This is an optimization exercise on Yosys and OpenROAD, whose aim is small area, not a production implementation. Function was checked by simulation only, so behaviour that the tests miss may differ from the original. No activity file was given, so power comes from the tool's default toggle rates.

==> design.v <==
module regfile_2w_scoreboard #(
    parameter int DATA_W   = 32,
    parameter int ADDR_W   = 5,
    parameter int ZERO_REG = 1,
    parameter int BYPASS   = 1
) (
    input  logic              clk,
    input  logic              reset,
    input  logic [ADDR_W-1:0] rd_addr1,
    input  logic [ADDR_W-1:0] rd_addr2,
    output logic [DATA_W-1:0] rd_data1,
    output logic [DATA_W-1:0] rd_data2,
    output logic              rd_busy1,
    output logic              rd_busy2,
    input  logic              wr_en_a,
    input  logic [ADDR_W-1:0] wr_addr_a,
    input  logic [DATA_W-1:0] wr_data_a,
    input  logic              wr_en_b,
    input  logic [ADDR_W-1:0] wr_addr_b,
    input  logic [DATA_W-1:0] wr_data_b,
    input  logic              claim_en,
    input  logic [ADDR_W-1:0] claim_addr,
    output logic              collision
);
    localparam int DEPTH = 1 << ADDR_W;
    logic [DATA_W-1:0] regs [DEPTH];
    logic [DEPTH-1:0]  pend;
    logic [DEPTH-1:0]  pend_nxt;
    logic              we_a, we_b, cl;
    always_comb begin
        we_a = wr_en_a && !(ZERO_REG != 0 && wr_addr_a == '0);
        we_b = wr_en_b && !(ZERO_REG != 0 && wr_addr_b == '0);
        cl   = claim_en && !(ZERO_REG != 0 && claim_addr == '0);
    end
    function automatic logic [DATA_W:0] read_port(input logic [ADDR_W-1:0] ad);
        logic hit_a, hit_b, hit_c;
        hit_a = BYPASS != 0 && we_a && wr_addr_a == ad;
        hit_b = BYPASS != 0 && we_b && wr_addr_b == ad;
        hit_c = cl && claim_addr == ad;
        if (ZERO_REG != 0 && ad == '0) read_port = '0;
        else if (hit_b) read_port = {hit_c, wr_data_b};
        else if (hit_a) read_port = {hit_c, wr_data_a};
        else read_port = {pend[ad], regs[ad]};
    endfunction
    always_comb begin
        {rd_busy1, rd_data1} = read_port(rd_addr1);
        {rd_busy2, rd_data2} = read_port(rd_addr2);
    end
    always_comb begin
        pend_nxt = pend;
        if (we_a) pend_nxt[wr_addr_a] = 1'b0;
        if (we_b) pend_nxt[wr_addr_b] = 1'b0;
        if (cl) pend_nxt[claim_addr] = 1'b1;
    end
    always_ff @(posedge clk or negedge reset) begin
        if (!reset) begin
            for (int i = 0; i < DEPTH; i++) regs[i] <= '0;
            pend      <= '0;
            collision <= 1'b0;
        end else begin
            if (we_a) regs[wr_addr_a] <= wr_data_a;
            if (we_b) regs[wr_addr_b] <= wr_data_b;
            pend      <= pend_nxt;
            collision <= we_a && we_b && wr_addr_a == wr_addr_b;
        end
    end
endmodule
==> run.sh <==
#!/bin/bash
# synth_recipe.tcl (not shown) runs the flow's synth.tcl, then flattens the netlist and writes it again
# the make line also repeats each setting of config.mk as NAME=value (left out here)
make -C /OpenROAD-flow-scripts/flow DESIGN_CONFIG=/design/flow/config.mk WORK_HOME=/design/flow/orfs CLKGATE_MAP_FILE= SYNTH_SCRIPT=/design/flow/synth_recipe.tcl finish
==> config.mk <==
export PLATFORM = sky130hd
export DESIGN_NAME = regfile_2w_scoreboard
export DESIGN_NICKNAME = regfile_2w_scoreboard
export VERILOG_FILES = /design/flow/design.v
export SDC_FILE = /design/flow/constraint.sdc
export NUM_CORES = 4
export LEC_CHECK = 0
export CAP_MARGIN = 20
export CELL_PAD_IN_SITES_DETAIL_PLACEMENT = 2
export CELL_PAD_IN_SITES_GLOBAL_PLACEMENT = 2
export CORE_MARGIN = 2
export CORE_UTILIZATION = 30
export SETUP_SLACK_MARGIN = 0.3
export SLEW_MARGIN = 20
==> constraint.sdc <==
create_clock -name core_clock -period 7.0 [get_ports {clk}]
set_input_delay 1.4000 -clock core_clock [delete_from_list [all_inputs] [get_ports {clk}]]
set_output_delay 1.4000 -clock core_clock [all_outputs]
set_load 0.01 [all_outputs]
==> run summary <==
[worst max-delay path, stage by stage]
cell and delay, ps:
buf_2 220, buf_4 300, nand2b_1 790, nor2_4 330
buf_12 290, a222oi_1 300, nand4_1 150, nor4_1 690
a211oi_2 240, buf_4 190, clkdlybuf4s50_1 470
[worst paths after layout]
check / start / to / slack (ps) / cells after the start
max: rd_addr1[2] / rd_data1[6] / 200 / 11
min: pend[2] / pend[2] / 530 / 1
max reg2reg: pend[0] / pend[0] / 5810 / 3
min reg2reg: pend[2] / pend[2] / 530 / 1
max in group asynchronous: reset / regs[25][4] / 4810 / 3
min in group asynchronous: reset / regs[9][0] / 600 / 1
[per-layer routing]
layer | vias up | wire (um) | part of all wire [%] | track usage (%)
li1 | 26300 | - | - | -
met1 | 37600 | 187000 | 39 | 55.3
met2 | 5891 | 199000 | 41 | 61.3
met3 | 1940 | 56700 | 12 | 13.9
met4 | 22 | 39200 | 8.1 | 30.6
met5 | - | 148 | 0.031 | 0
[state kept, by name, indices dropped and copies added (netlist names)]
| signal | flops |
|---|---|
| pend | 32 |
| regs | 992 |
| collision | 1 |
[cell families after synthesis]
kind of cell,Yosys count,synth area share [%]
AOI/OAI and AO/OA,2250,22.7
xor gates and xnor gates,43,0.590
adders and majority gates,16,0.314
buffers and inverters,853,5.77
DFF,1025,40.2
muxes,1022,16.4
and+or+nand+nor,1962,14.1
[Yosys cell counts (all sizes together), types with 5 or more instances]
cell / instances / share of area, %
a22o: 67 / 0.92
and2: 9 / 0.088
nor2: 554 / 3.3
a31oi: 32 / 0.31
nor2b: 28 / 0.27
nor3b: 27 / 0.33
ha: 16 / 0.31
nand3b: 29 / 0.35
a21oi: 428 / 3.4
or3: 11 / 0.11
o22ai: 38 / 0.37
nand2b: 16 / 0.16
o211ai: 5 / 0.059
o211a: 25 / 0.39
clkbuf: 495 / 2.9
xor2: 19 / 0.26
mux4: 16 / 0.56
a2111oi: 29 / 0.53
nor3: 39 / 0.39
a21o: 10 / 0.12
inv: 18 / 0.11
nand2: 839 / 4.9
or4: 19 / 0.22
buf: 340 / 2.7
nor4: 37 / 0.41
or2: 10 / 0.098
o21ai: 677 / 5.3
nand4: 125 / 1.2
o31ai: 17 / 0.21
a221oi: 49 / 0.67
nand4b: 10 / 0.14
o221ai: 14 / 0.19
dfrtp: 1025 / 40
mux2i: 1003 / 16
xnor2: 24 / 0.33
a22oi: 747 / 8.8
a32oi: 21 / 0.29
or3b: 5 / 0.069
a211oi: 39 / 0.46
and3b: 5 / 0.075
and3: 102 / 1.0
nand3: 89 / 0.70
a31o: 21 / 0.29
[final cells by class]
class | instances | area, sq um
diodes | 49 | 123
clock buffers | 215 | 4180
clock inverters | 35 | 330
fillers | 23100 | 136000
inverters | 18 | 67.6
multi-input cells | 5293 | 35400
flip-flops and latches | 1025 | 25600
well taps | 2821 | 3530
repair buffers | 649 | 6520
[power by group through the flow]
stage | registers, mW | logic, mW | clock network [mW]
finish | 9.62 | 4.25 | 7.40
global route | 9.65 | 4.57 | 7.62
CTS | 9.45 | 4.15 | 7.43
detailed placement | 9.52 | 4.14 | 0
global placement | 9.47 | 3.93 | 0
floorplan | 8.52 | 2.48 | 0
[timing repair]
| item | in CTS | in global routing |
|---|---|---|
| buffers inserted | 3 | 0 |
| setup endpoints to repair | 26 | 12 |
| pin swaps | 2 | 0 |
| resized for setup | 3 | 4 |
[stage by stage]
| stage | worst slack (ps) | area, sq um | util [%] | power, mW | hold WS (ps) |
|---|---|---|---|---|---|
| global route | 308 | 75700 | 35.8 | 21.8 | 550 |
| finish | 198 | 75800 | 35.8 | 21.3 | 530 |
| CTS | 316 | 75600 | 35.7 | 21.0 | 529 |
| detailed placement | -168 | 71100 | 33.6 | 13.7 | 510 |
| global placement | -172 | 71100 | 33.6 | 13.4 | 517 |
| floorplan | 1420 | 63800 | - | 11.0 | 477 |
==> run_results.csv <==
group,metric,value,unit
run_status,outcome,"timing/DRC/antenna clean",
yosys,syn_avg_cell_area,8.90,sq um
yosys,ys_warn_count,2,
global_route,grt_max_degree,146,
clocking,cts.clk_slew.worst_paths,60,ps
yosys,synthFlopType,"dfrtp_1",
route,drtIter0Drc,11400,
pwr,p_clk_share,34.8,%
worst_setup_path,cp-end-kind,"output port",
timing,rsz0062_at_grt,"false",
timing,worstMarginPinSlew,1310,ps
pwr,netSwitchingFraction,36.4,%
placement,globalplace.congestion,0.986,
global_route,grt_pass1_vias,70700,
yosys,synth_nets,7281,
worst_setup_path,required,5600,ps
run,drv_cap,0,
route,vias_per_cell,7.10,
route,drt_wl_total,482000,um
clocking,cts_made_buffers,137,
worst_setup_path,critPathMaxFanout,12,
yosys,syn_inst,7171,
yosys,synth_edf_count,0,
timing,fin_worst_skew,0,ps
clocking,cts_tree,"built",
timing,final_max_slew_viol_count,0,
pwr,power_frac_seq,45.2,%
placement,dp_cells,9801,
route,firstDrtPassIters,8,
timing,hold_violations,0,
final_layout,layout.cells.non_filler,10100,
timing,setup_viol,0,
worst_setup_path,start_kind,"primary input",
yosys,yosysSeqAreaShare,40.2,%
clocking,cts_max_level,4,
pwr,p_switching,7.75,mW
timing,fin_crit,6800,ps
final_layout,drive_gt1_share,12.7,%
clocking,cts-root-buf,"clkbuf_16",
pwr,p_comb_share,20.0,%
global_route,grt-ovfl-total,0,
floorplan,die_y,465,um
pwr,leakage,31.5,nW
pwr,powerDensity,281,nW/um^2
clocking,cts_buffer_depth,3,
global_route,grt_pass1_wl,644000,um
timing,tns,0,ps
hold_path,hold_path_class,"flip-flop to flip-flop",
placement,dp_hpwl,303000,um
timing,finalCritPeriodShare,97.2,%
route,drc_errors,0,
worst_setup_path,path_class,"primary input to output port",
placement,portBuffers,160,
route,ant_nets,0,
floorplan,initial_core_util,30.1,%
clocking,ctsHoldBuffers,0,
yosys,syn_area,63800,sq um
timing,fmax,0.147,GHz
global_route,grt_use_total,43.3,%
final_layout,final_common_cell,"dfrtp_1",
final_layout,nets,7234,
final_layout,most-common-layout-cells,"dfrtp_1 (1,025), mux2i_1 (1,003), nand2_1 (814), a22oi_1 (747), o21ai_0 (676)",
pwr,p_int,13.5,mW
yosys,yosys.cell_types.count,85,
global_route,antenna_found_initial,50,
route,wire_per_inst,47.7,um
route,dr_total_vias,71700,
floorplan,rows,169,
pwr,peakVddDrop,0.281,mV
floorplan,die_w,465,um
clocking,numClockSinks,1025,
floorplan,io_pins,161,
timing,slew_headroom,13.0,%
final_layout,syn_to_final_growth,18.9,%
floorplan,die_area,216000,sq um
clocking,clk-insertion-delay-late,810,ps
yosys,ys_ff_latch,1025,
yosys,synthArstFlopShare,100,%
worst_setup_path,crit_arrival,5400,ps
floorplan,coreArea,212000,sq um

afterwards: timing with drivers on the ports:
No port has a modelled driver above. Below, the same layout with a new extraction and two added sets of constraints. Step 1: set_driving_cell puts a clkbuf_16 on clk and a buf_2 on each other input, an assumption about the parent block. Step 2, shift: input delay + t, output delay - t, t = (earliest + latest rising clock arrival at the registers) / 2. This alone moves slack from input paths to output paths. Three values: no drivers, after step 1, after step 2; two values: the first two.
shift t [ns]: 0.926
setup WS [ns]: 0.198 / 0.165 / 0.165
clock arrival spread, ns: 0.038 / 0.037
worst data-port slew with drivers (ns): 0.14
pins driven straight from the clock port: 1
After both steps this run still meets setup and hold. For this run, drivers alone change the setup slack by -0.033 ns; drivers and shift together by -0.033 ns.
